Source: an optimization exercise on an open RTL-to-GDS flow (aim: small area, a short achievable clock period and few clock cycles). Production flows keep margins and buffers that such runs may drop.
In this exercise RTL edits were held to simulation tests only and were not proved equivalent to the original.
Power and IR drop assume default switching activity.

== run 1 ==
Design mips_mc_core, start of the top module:
module mips_mc_core #(
  parameter logic [31:0] RESET_PC = 32'h0000_3000,
  parameter int          ADDR_W   = 12
) (
  input  logic              clk,
  input  logic              reset,
  output logic              mem_req,
  output logic              mem_we,
  output logic [ADDR_W-1:0] mem_addr,
  output logic [31:0]       mem_wdata,
  input  logic [31:0]       mem_rdata,
  input  logic              mem_ack,
  output logic [31:0]       pc_o,
  output logic              retire,
  output logic              illegal
);
  localparam int AW = ADDR_W - 2;   
  logic [31:0]   pc_reg, ir_reg, a_reg, b_reg, wdata_reg;
  logic          xv_reg, retire_reg, illegal_reg;
  logic [AW-1:0] addr_reg, fa_reg;
  logic          req_reg, we_reg, kill_reg, fa_req;
  logic          m_valid, m_lw;
  logic [4:0]    m_wa;
  logic       c_sub, c_sum, c_and, c_or, c_slt, c_sll, c_link, c_ars, c_brt;
  logic       c_we, c_lw, c_sw, c_br, c_bne, c_jr, c_jmp, c_legal;
  logic [4:0] c_wa;
  logic [4:0]  x_rs, x_rt, shamt;
  logic [15:0] imm;
  assign x_rs  = ir_reg[25:21];
  assign x_rt  = ir_reg[20:16];
  assign shamt = ir_reg[10:6];
  assign imm   = ir_reg[15:0];
  logic [31:0] sum, alu_res, pc_plus4;
  logic        lt;
  assign sum      = a_reg + b_reg + {31'b0, c_sub};
  assign lt       = (a_reg[31] == b_reg[31]) ? a_reg[31] : sum[31];
  assign pc_plus4 = {pc_reg[31:2] + 30'd1, pc_reg[1:0]};
  always_comb begin
    alu_res = '0;
    if (c_sum)  alu_res = alu_res | sum;
    if (c_and)  alu_res = alu_res | (a_reg & b_reg);
    if (c_or)   alu_res = alu_res | (a_reg | b_reg);
    if (c_slt)  alu_res = alu_res | {31'b0, lt};
    if (c_sll)  alu_res = alu_res | (b_reg << shamt);
    if (c_link) alu_res = alu_res | pc_plus4;
  end
  logic        eq, taken;
  logic [30:0] br_sum;
  logic [31:0] br_target, target, npc;
  assign eq        = (a_reg == b_reg);
  assign taken     = c_jmp | c_jr | (c_br & (eq ^ c_bne));
  assign br_sum    = {pc_reg[31:2], 1'b1} + {{14{imm[15]}}, imm, 1'b1};
  assign br_target = {br_sum[30:1], pc_reg[1:0]};
  always_comb begin
    if (c_jr)       target = a_reg;
    else if (c_jmp) target = {pc_plus4[31:28], ir_reg[25:0], 2'b00};
    else            target = br_target;
  end
  assign npc = taken ? target : pc_plus4;
  logic [ADDR_W-1:0] x_ea;
  ...
Size in the first run: roughly 5000 cells after synthesis, ~1200 flip-flops, roughly 120 I/O pins.
Settings: LEC_CHECK=0, CAP_MARGIN=20, CELL_PAD_IN_SITES_DETAIL_PLACEMENT=1, CELL_PAD_IN_SITES_GLOBAL_PLACEMENT=2, CORE_MARGIN=2, CORE_UTILIZATION=40, GPL_ROUTABILITY_DRIVEN=1, SETUP_SLACK_MARGIN=4.0, SLEW_MARGIN=20; clock period 8.0 ns.
standard.sh (not shown) runs the stock make flow with config.mk's settings and CLKGATE_MAP_FILE= SYNTH_SCRIPT=/design/flow/synth_recipe.tcl, a recipe that flattens the netlist after the stock synthesis.
==> flow/flow/run.sh <==
#!/bin/bash
# Own layout flow: the standard ORFS flow (standard.sh, unchanged
# synthesis, floorplan, power grid and taps), with two make settings:
#  - the port buffers are buf_4 cells rather than the flow's default pick;
#  - timing repair may resize a cell to one of another footprint.
set -euo pipefail
here=$(pwd)
bash "$here/standard.sh" \
  "BUFFER_PORTS_ARGS=-buffer_cell sky130_fd_sc_hd__buf_4" \
  MATCH_CELL_FOOTPRINT=0 \
  finish > "$here/standard.log" 2>&1
Testbench counts of run 1, summed over its fixed seeds: cycles 10,011.
What run 2 does differently from run 1 at the input level:
Settings: CTS_CLUSTER_SIZE now 22, previously not set; CTS_CLUSTER_DIAMETER now 60, previously not set.
==> flow/run.sh (new file) <==
#!/bin/bash
# synth_recipe.tcl (not shown) runs the flow's synth.tcl, then flattens the netlist and writes it again
# the make line also repeats each setting of config.mk as NAME=value (left out here)
make -C /OpenROAD-flow-scripts/flow DESIGN_CONFIG=/design/flow/config.mk WORK_HOME=/design/flow/orfs CLKGATE_MAP_FILE= SYNTH_SCRIPT=/design/flow/synth_recipe.tcl finish
removed: flow/flow/run.sh
removed: flow/standard.sh
## What came out
Number of optimization iterations in the first detailed-route pass (run 2 over run 1): increase, 2. Looking at final design area excluding fillers, run 2 sits 2.6% above run 1. | share of post-route cells with drive strength above 1 | run 2 vs run 1 | 2.1 points higher |. [run 2] routing usage on met1 rose 0.53 points relative to run 1. From run 1 to run 2 the numbers moved as follows: proportion of cell area occupied by registers went down 1.3 points; core area neither gained nor lost much; total length of routed met2 wires shows no meaningful change. Re DRC violation count after routing: no difference whatsoever between run 2 and run 1. The final reports for run 2 and run 1 show power consumed by the clock network lower in the former. Run 2 gives more combinational group share of total power than run 1 did.

## port drivers added, routing unchanged
How much do the figures lean on ideal ports? The routed layouts below were timed once more, with nothing changed but the port constraints. Step 1 sets driving cells, clkbuf_16 on the clock port and buf_2 on the other inputs (assumed; they add their load-dependent delay and slew). Step 2 moves the port delays by t, midway between the first and last clock arrival at a register: inputs arrive t later, outputs are due t later. That takes back most of the time a late clock gives input paths. Slacks: no drivers / after step 1 / after step 2; pairs: no drivers / after step 1.
run | t (ns) | setup WS [ns] | hold WS [ns]
run 1 | 0.891 | 3.812 / 3.832 / 2.941 | 0.485 / 0.485 / 0.485
run 2 | 0.846 | 3.883 / 3.933 / 3.088 | 0.465 / 0.465 / 0.465
After both steps setup and hold are still met in every run listed. For run 1, which loses most, drivers alone change the setup slack by +0.020 ns; drivers and shift together by -0.871 ns.
